From an optimization exercise on the open Yosys and OpenROAD flow, aimed at small area and a short achievable clock period; shortcuts taken in it are not production practice. Function was not checked in any run shown here: the RTL went through the layout flow alone. No activity file was given, so power comes from the tool's default toggle rates.

==> flow/design.v (outline; a module is shown in full before it is edited, if it fits) <==
// module bdi_sub: 38 lines
// module bdi_same: 17 lines
// module bdi_step: 27 lines
// module bdi_hi_eq: 12 lines
// module bdi_front: 91 lines
// module bdi_decide: 25 lines
// module bdi_fitreg: 11 lines
// module bdi_payload: 1033 lines
// module bdi_nand2: 7 lines
// module compressor_unit: 66 lines
module compressor_unit
(
    input  logic              clock,
    input  logic              reset_n,
    input  logic [LINE_W-1:0] UnCompressedCache,
    output logic [LINE_W-1:0] CompressedCache,
    output logic [3:0]        Encoding,
    output logic [LINE_W-1:0] DeCompressedCache
);
  // ...
==> flow/flow/run.sh <==
#!/bin/bash
# Layout flow: the standard synthesis and ORFS layout, with two changes to
# how the layout is made:
#  - ports are buffered with buf_2 instead of the delay cell buffer_ports picks;
#  - timing repair may change a cell's footprint and aims for a setup margin,
#    so the design is pushed below the clock period it must meet.
# Each step's full output goes to its own log in this folder (and ORFS keeps
# its per-stage logs under orfs/logs).
set -euo pipefail
MARGIN=${MARGIN:-7.5}
bash standard.sh synth > log_synth.txt 2>&1
export BUFFER_PORTS_ARGS="-buffer_cell sky130_fd_sc_hd__buf_2"
for step in floorplan place cts route finish; do
  bash standard.sh MATCH_CELL_FOOTPRINT=0 SETUP_SLACK_MARGIN=$MARGIN $step > log_$step.txt 2>&1
done
test -s out/final.def
==> flow/standard.sh <==
#!/bin/bash
# synth_recipe.tcl (not shown) runs the flow's synth.tcl, then flattens the netlist and writes it again
# the make line also repeats each setting of config.mk as NAME=value (left out here)
make -C /OpenROAD-flow-scripts/flow DESIGN_CONFIG=/design/flow/config.mk WORK_HOME=/design/flow/orfs CLKGATE_MAP_FILE= SYNTH_SCRIPT=/design/flow/synth_recipe.tcl "${@:-finish}"
==> flow/config.mk <==
export PLATFORM = sky130hd
export DESIGN_NAME = compressor_unit
export DESIGN_NICKNAME = compressor_unit
export VERILOG_FILES = /design/flow/design.v
export SDC_FILE = /design/flow/constraint.sdc
export NUM_CORES = 8
export LEC_CHECK = 0
export CAP_MARGIN = 20
export CORE_MARGIN = 2
export CORE_UTILIZATION = 40
export CTS_BUF_LIST = sky130_fd_sc_hd__clkbuf_8 sky130_fd_sc_hd__clkbuf_16
export CTS_CLUSTER_DIAMETER = 60
export CTS_CLUSTER_SIZE = 20
export SLEW_MARGIN = 20
export SYNTH_HIERARCHICAL = 1
==> flow/constraint.sdc <==
create_clock -name core_clock -period 12.0 [get_ports {clock}]
set_input_delay 2.4000 -clock core_clock [delete_from_list [all_inputs] [get_ports {clock}]]
set_output_delay 2.4000 -clock core_clock [all_outputs]
set_load 0.01 [all_outputs]
==> results_dict.tcl, run 1 <==
set metrics [dict create \
    cp_max_fo 5 \
    clock-sinks 759 \
    final_cells 7046 \
    remaining_drc_errors 0 \
    start_kind "primary input" \
    reg.largest.list "r_decomp x256, r_line x256, r_d8 x96" \
    wl_met3_mm 24.4 \
    powerDensity_nw_per_um2 123 \
    postRouteAntennaNets 0 \
    endpoint "g_q[1].u_fitreg.nfit[4]" \
    status "timing/DRC/antenna clean" \
    hold_viol_final 0 \
    areaGrowthSynthToFinish_pct 34.9 \
    cp.depth 13 \
    sh_seq_area_pct 30.4 \
    p_leak_uw 0.0273 \
    skew_ns 0.0430 \
    synth_nets 5020 \
    powerComb_uw 1720 \
    period_share_pct 44.0 \
    rsz0062_at_grt "true" \
    multiInputGateArea_um2 26900 \
    slew_violations 0 \
    antenna_found_initial 18 \
    largestClassByArea "multi-input combinational cells" \
    row_count 121 \
    sw_frac_of_total_pct 34.9 \
    multi_input_cells 3250 \
    io_pins 774 \
    cp.arrival_ns 5.84 \
    setup.worst_path.class "in -> reg" \
    drt-initial-drc-count 5701 \
    dr_total_vias 41200 \
]
==> run 2, diff against run 1 <==
--- a/flow/flow/run.sh
+++ b/flow/flow/run.sh
@@ -9,7 +9,7 @@
 set -euo pipefail
 MARGIN=${MARGIN:-7.5}
 bash standard.sh synth > log_synth.txt 2>&1
-export BUFFER_PORTS_ARGS="-buffer_cell sky130_fd_sc_hd__buf_2"
+export BUFFER_PORTS_ARGS="-buffer_cell sky130_fd_sc_hd__buf_1"
 for step in floorplan place cts route finish; do
   bash standard.sh MATCH_CELL_FOOTPRINT=0 SETUP_SLACK_MARGIN=$MARGIN $step > log_$step.txt 2>&1
 done
==> run 2 against run 1 <==
Effect of this change:
- combinational power grew 3%
- hold slack worse by 0.0084 ns
- count of clock-buffer cells in the layout up 7
- cell area grew 3.4%
- clock skew shrank 0.0073 ns
- sequential cell count is the same
- utilization increased by 1.8 points
- critical path depth is 2 higher
- critical endpoint is now g_q[0].u_fitreg.nfit[1]
- largest cell class unchanged
- highest routed layer unchanged
==> results_dict.tcl, run 2 <==
set metrics [dict create \
    setup_viol 0 \
    initial_utilization_pct 40.2 \
    cp_num_buf_inv 5 \
    slew_headroom_pct 19.0 \
    drtPass1Iterations 8 \
    cp_max_fo 6 \
    timing.hold.ws_ns 0.357 \
    end_kind "flip-flop" \
    core_um2 109000 \
    clk_pin_slew_worst_paths_ns 0.08 \
    worst_path_most_repeated_cell "buf_6" \
    worst_pin_slew_ns 1.22 \
    cts_tree "yes" \
    die-area_um2 112000 \
    setup_ws_ns 6.73 \
    synth_nets 5020 \
    clock-sinks 759 \
    r2r_slack_ns 11.20 \
    grt_max_degree 151 \
    remaining_drc_errors 0 \
    grt_pass1_vias 39600 \
    wl_per_cell_um 31.5 \
    nets 6265 \
    cp.arrival_ns 5.85 \
    final_util_pct 56.1 \
    p_leak_uw 0.0271 \
    max_freq_ghz 0.190 \
    drt-initial-drc-count 5435 \
    grt_pass1_wl_mm 305 \
    max_stage_delay_ns 0.58 \
    reg.largest.list "r_decomp x256, r_line x256, r_d8 x96" \
    min_period_ns 5.27 \
    postRouteAntennaNets 0 \
    areaGrowthSynthToFinish_pct 39.5 \
    wl_mm 227 \
    max_cap_violations 0 \
    gr-total-overflow 0 \
    cp_slowest_cell "or4b_4" \
    dp_hpwl_mm 154 \
    skew_ns 0.0357 \
    start_kind "primary input" \
    mostFrequentLayoutCells "574 x buf_1, 528 x dfrtp_1, 465 x nand2_1" \
    io_buffer_count 773 \
    dr_total_vias 42300 \
    hold_viol_final 0 \
    vias_per_cell 5.87 \
    powerDensity_nw_per_um2 124 \
    slew_violations 0 \
    cts-root-buf "clkbuf_16" \
    fill_cells 9551 \
    cts.path.max_buffers 3 \
    crit_path_cell_trace "buf_6 > buf_12 > or4b_4 > or3_4 > or3_4 > xnor2_4 > buf_6 > xnor2_1 > nand4_1 > nor4_1 > mux2i_1 > or4_4 > buf_6 > nor2_4 > inv_1" \
    hp-class "reg -> reg" \
    period_share_pct 43.9 \
    place_ws_ns 5.34 \
    worst-endpoint-required_ns 12.58 \
    status "timing/DRC/antenna clean" \
    final_common_cell "buf_1" \
    numCtsBuffers 77 \
    avgSynthCellArea_um2 9.75 \
    gr-usage-all-layers_pct 38.9 \
    critPathTopFamily "simple AND/OR/NAND/NOR gates" \
    rsz0062_at_grt "true" \
    gp_congestion 0.998 \
    setup.worst_path.class "in -> reg" \
    irDropWorstVdd_mv 0.124 \
    htree_num_levels 3 \
    row_count 121 \
    antenna_found_initial 22 \
    drive_above_1_share_pct 28.7 \
    setup-tns-final_ns 0 \
    yosysWarnings 8 \
    clk_latency_ns 0.69 \
    die-height_um 334 \
    die_w_um 334 \
    syn_inst 4474 \
    synth_area_um2 43600 \
    io_pins 774 \
]
[run 2: changes by cell type in the layout (fill, tap and decap cells not counted), sizes merged, moves of 2 or more]
cell,delta
buf,+123
clkbuf,+30
bufinv,+6
inv,-3
and4b,+2
clkinv,-2
clkinvlp,+2
[run 2: metal layers]
layer / share of wire [%] / track usage (%) / up-vias
met5: 0.063 / 0 / -
met4: 7.8 / 23.4 / 20
met3: 11 / 9.38 / 765
met2: 43 / 59.4 / 2904
met1: 37 / 50.1 / 20800
li1: - / - / 17800
[run 2: final cells by class]
cell class / count / area, um2 / share of cell area [%]
Inverter: 411 / 1600 / 2.64
Timing Repair inverter: 2 / 16.3 / 0.0267
Antenna cell: 8 / 20.0 / 0.0329
Sequential cell: 759 / 17900 / 29.4
Tap cell: 1414 / 1770 / 2.91
Clock inverter: 60 / 841 / 1.38
Multi-Input combinational cell: 3251 / 27500 / 45.2
Timing Repair Buffer: 1217 / 9180 / 15.1
Clock buffer: 82 / 2040 / 3.35
[run 2: final timing paths]
check | startpoint | end | cells past startpoint
min in group asynchronous | reset_n | r_line[244] | 1
hold reg to reg | r_line[248] | r_decomp[248] | 0
hold / removal | r_line[248] | r_decomp[248] | 0
setup / recovery | UnCompressedCache[17] | g_q[0].u_fitreg.nfit[1] | 15
setup reg to reg | r_line[105] | r_decomp[105] | 0
max in group asynchronous | reset_n | r_line[144] | 3
[run 2: through the flow]
stage	area, um2	instances	power, uW
2_1_floorplan	43900	4474	3820
3_3_place_gp	49000	6727	4550
3_5_place_dp	49100	6727	4560
4_1_cts	57900	7094	7420
5_1_grt	60800	7197	7780
6_report	60800	7204	7560
[run 2: what timing repair did]
item,CTS,global route
pin swaps,277,194
resized for setup,1129,470
hold buffers,0,0
gates cloned,43,7
hold endpoints to repair,0,0
setup endpoints to repair,279,201
setup buffers,182,95
[run 2: report_power, final]
part | total, uW | leakage, uW | internal, uW | switching, uW
sequential | 3050 | 0.00806 | 2790 | 262
combinational | 1780 | 0.0176 | 683 | 1090
clock | 2730 | 0.00141 | 1470 | 1260
==> run 3, diff against run 2 <==
==> flow/flow/run.sh (replaced) <==
#!/bin/bash
# Layout flow: the standard synthesis and ORFS layout, with these changes to
# how the layout is made:
#  - the clock tree gets no dummy balancing loads;
#  - ports are buffered with buf_2 instead of the delay cell buffer_ports picks;
#  - timing repair may change a cell's footprint and aims for a setup margin,
#    so the design is pushed below the clock period it must meet.
# Each step's full output goes to its own log in this folder (and ORFS keeps
# its per-stage logs under orfs/logs).
set -euo pipefail
MARGIN=${MARGIN:-6.8}
bash standard.sh synth > log_synth.txt 2>&1
export BUFFER_PORTS_ARGS="-buffer_cell sky130_fd_sc_hd__buf_2"
# clock tree without the dummy loads CTS adds for balancing
export CTS_ARGS="-sink_clustering_enable -repair_clock_nets -dont_use_dummy_load -sink_clustering_size 20 -sink_clustering_max_diameter 60 -buf_list {sky130_fd_sc_hd__clkbuf_8 sky130_fd_sc_hd__clkbuf_16}"
for step in floorplan place cts route finish; do
  bash standard.sh MATCH_CELL_FOOTPRINT=0 SETUP_SLACK_MARGIN=$MARGIN $step > log_$step.txt 2>&1
done
test -s out/final.def
==> run 3 against run 2 <==
Effect of this change:
- hold slack worse by 0.072 ns
- setup slack lost 0.070 ns
- clock skew increased by 0.062 ns
- maximum frequency down 1.3%
- sequential cell count is the same
- cell count fell by 5.8%
- cell area is 13% lower
- via count decreased by 6.2%
- total power is 9.5% lower
- routed wire length is 4.0% lower
- still clean
==> results_dict.tcl, run 3 <==
set metrics [dict create \
    status "timing/DRC/antenna clean" \
    die_w_um 334 \
    cp_max_fo 17 \
    period_share_pct 44.5 \
    max_stage_delay_ns 0.54 \
    hp-class "reg -> reg" \
    end_kind "flip-flop" \
    row_count 121 \
    cts_tree "yes" \
    cp.arrival_ns 5.90 \
    die-area_um2 112000 \
    timing.hold.ws_ns 0.286 \
    start_kind "primary input" \
    reg.largest.list "r_decomp x256, r_line x256, r_d8 x96" \
    core_um2 109000 \
    io_pins 774 \
    gr-usage-all-layers_pct 38.1 \
    placed_cells 6643 \
    skew_ns 0.0973 \
    max_freq_ghz 0.187 \
    p_seq_share_pct 44.4 \
    clk_pin_slew_worst_paths_ns 0.08 \
    wl_per_cell_um 32.2 \
    worst-endpoint-required_ns 12.56 \
    cts-root-buf "clkbuf_16" \
    die-height_um 334 \
    place_ws_ns 5.17 \
    dp_hpwl_mm 162 \
    p_clk_share_pct 31.9 \
    nets 5914 \
    crit_path_cell_trace "clkbuf_4 > inv_1 > ha_1 > nand4_1 > a31oi_2 > o21ai_0 > nand2_1 > xnor2_1 > mux2i_1 > or3_1 > nor4_4 > inv_1" \
    hold_buffers 0 \
    worst_path_most_repeated_cell "inv_1" \
    grt_max_degree 148 \
    postRouteAntennaNets 0 \
    syn_inst 4474 \
    critPathTopFamily "simple AND/OR/NAND/NOR gates" \
    rsz0062_at_grt "true" \
    synth_nets 5020 \
    drt-initial-drc-count 4706 \
    grt_pass1_vias 38400 \
    clock-sinks 759 \
    gr-total-overflow 0 \
    vias_per_cell 5.84 \
    cts.path.max_buffers 3 \
    final_area_um2 52800 \
    drtPass1Iterations 6 \
    intPower_uw 4570 \
    dr_total_vias 39700 \
    powerDensity_nw_per_um2 130 \
    avgSynthCellArea_um2 9.75 \
    min_period_ns 5.34 \
    mostFrequentLayoutCells "742 x buf_2, 701 x nand2_1, 535 x dfrtp_1" \
    p_comb_share_pct 23.7 \
    setup_ws_ns 6.66 \
    drive_above_1_share_pct 24.8 \
    p_leak_uw 0.0243 \
    wl_mm 218 \
    irDropWorstVdd_mv 0.124 \
    slew_violations 0 \
    io_buffer_count 773 \
    grt_pass1_wl_mm 297 \
    placed_cell_area_um2 49300 \
    antenna_found_initial 34 \
    numCtsBuffers 82 \
    sw_frac_of_total_pct 33.2 \
    final_common_cell "buf_2" \
    setup.worst_path.class "in -> reg" \
    initial_utilization_pct 40.2 \
    areaGrowthSynthToFinish_pct 20.9 \
    setup-tns-final_ns 0 \
    p_switching_uw 2270 \
    hold_viol_final 0 \
    synth_area_um2 43600 \
    max_cap_violations 0 \
    gp_congestion 0.990 \
    cp_num_buf_inv 3 \
    setup_viol 0 \
    htree_num_levels 3 \
    cp_slowest_cell "clkbuf_4" \
    final_cells 6787 \
    remaining_drc_errors 0 \
    worst_pin_slew_ns 1.19 \
    clk_latency_ns 0.69 \
    yosysWarnings 8 \
    slew_headroom_pct 20.1 \
]
==> run 3: cell types whose count changed in the layout (fill, tap and decap cells not counted), moves of 71 or more <==
| cell | change |
|---|---|
| nand2_4 | -122 |
| nand2_2 | -114 |
| buf_2 | +691 |
| buf_12 | -71 |
| buf_4 | -208 |
| buf_1 | -574 |
| nand2_1 | +236 |
| buf_6 | -138 |
==> run 3: cell type report <==
cell class              instances  area [um2]
inverters                     411        1550
diodes                          7        17.5
clock buffers                  82        2050
fillers                     10500       55800
multi-input cells            3249       24500
repair buffers                865        4980
well taps                    1414        1770
flip-flops and latches        759       17900
==> run 3: what timing repair did <==
action                                 CTS  global route
resized for setup                      139            85
buffers inserted                        35            14
pin swaps                               18            12
gates cloned                             2             4
setup endpoints to repair               95            41
endpoints found under the hold margin    0             0
==> run 3: routing by layer <==
metal	vias to the layer above	track usage, %	part of all wire [%]
met5	-	0	0.068
met4	24	21.9	6.6
met3	600	9.34	10
met2	2378	58.4	44
met1	19700	49.0	40
li1	17000	-	-
==> run 3: power by group through the flow <==
| stage | registers (uW) | logic (uW) | clock network, uW |
|---|---|---|---|
| 4_1_cts | 3020 | 1580 | 2210 |
| 5_1_grt | 3040 | 1720 | 2310 |
| 6_report | 3030 | 1620 | 2180 |
| 3_3_place_gp | 3070 | 1540 | 0 |
| 2_1_floorplan | 2940 | 871 | 0 |
| 3_5_place_dp | 3060 | 1540 | 0 |
==> run 3: final timing paths <==
path	from	to	slack, ns	depth (start not counted)
min in group asynchronous	reset_n	r_decomp[231]	1.74	1
max	UnCompressedCache[3]	g_q[1].u_fitreg.nfit[4]	6.66	12
min reg2reg	r_line[55]	r_decomp[55]	0.29	0
max reg2reg	r_line[105]	r_decomp[105]	11.24	0
max in group asynchronous	reset_n	r_decomp[178]	7.93	3
min	r_line[55]	r_decomp[55]	0.29	0
==> run 3: metrics by stage <==
stage	util (%)	total power [uW]
detailed placement	45.4	4610
global route	48.6	7060
finish	48.6	6840
floorplan	-	3820
global placement	45.4	4600
CTS	48.1	6800

## what the ideal ports hide
How much do the figures lean on ideal ports? The routed layouts below were timed once more, with nothing changed but the port constraints.
Step 1 sets driving cells, clkbuf_16 on the clock port and buf_2 on the other inputs (assumed; they add their load-dependent delay and slew).
Step 2 adds t to the input delays and takes it off the output delays; t is the mean of the earliest and latest rising clock arrival at the registers after step 1. Input paths then give back, and output paths get back, about the clock's delay inside the block.
Slacks: no drivers / after step 1 / after step 2; pairs: no drivers / after step 1.
| run | t, ns | setup WS [ns] | latest minus earliest clock arrival (ns) | cell pins on the clock port's net |
|---|---|---|---|---|
| run 1 | 0.752 | 6.722 / 6.761 / 6.008 | 0.056 / 0.057 | 1 |
| run 2 | 0.754 | 6.730 / 6.767 / 6.012 | 0.045 / 0.045 | 1 |
| run 3 | 0.709 | 6.660 / 6.688 / 5.979 | 0.121 / 0.122 | 1 |
After both steps setup and hold are still met in every run listed. The setup slack of run 2, which loses most, moves by +0.037 ns with the drivers and by -0.718 ns with both steps.
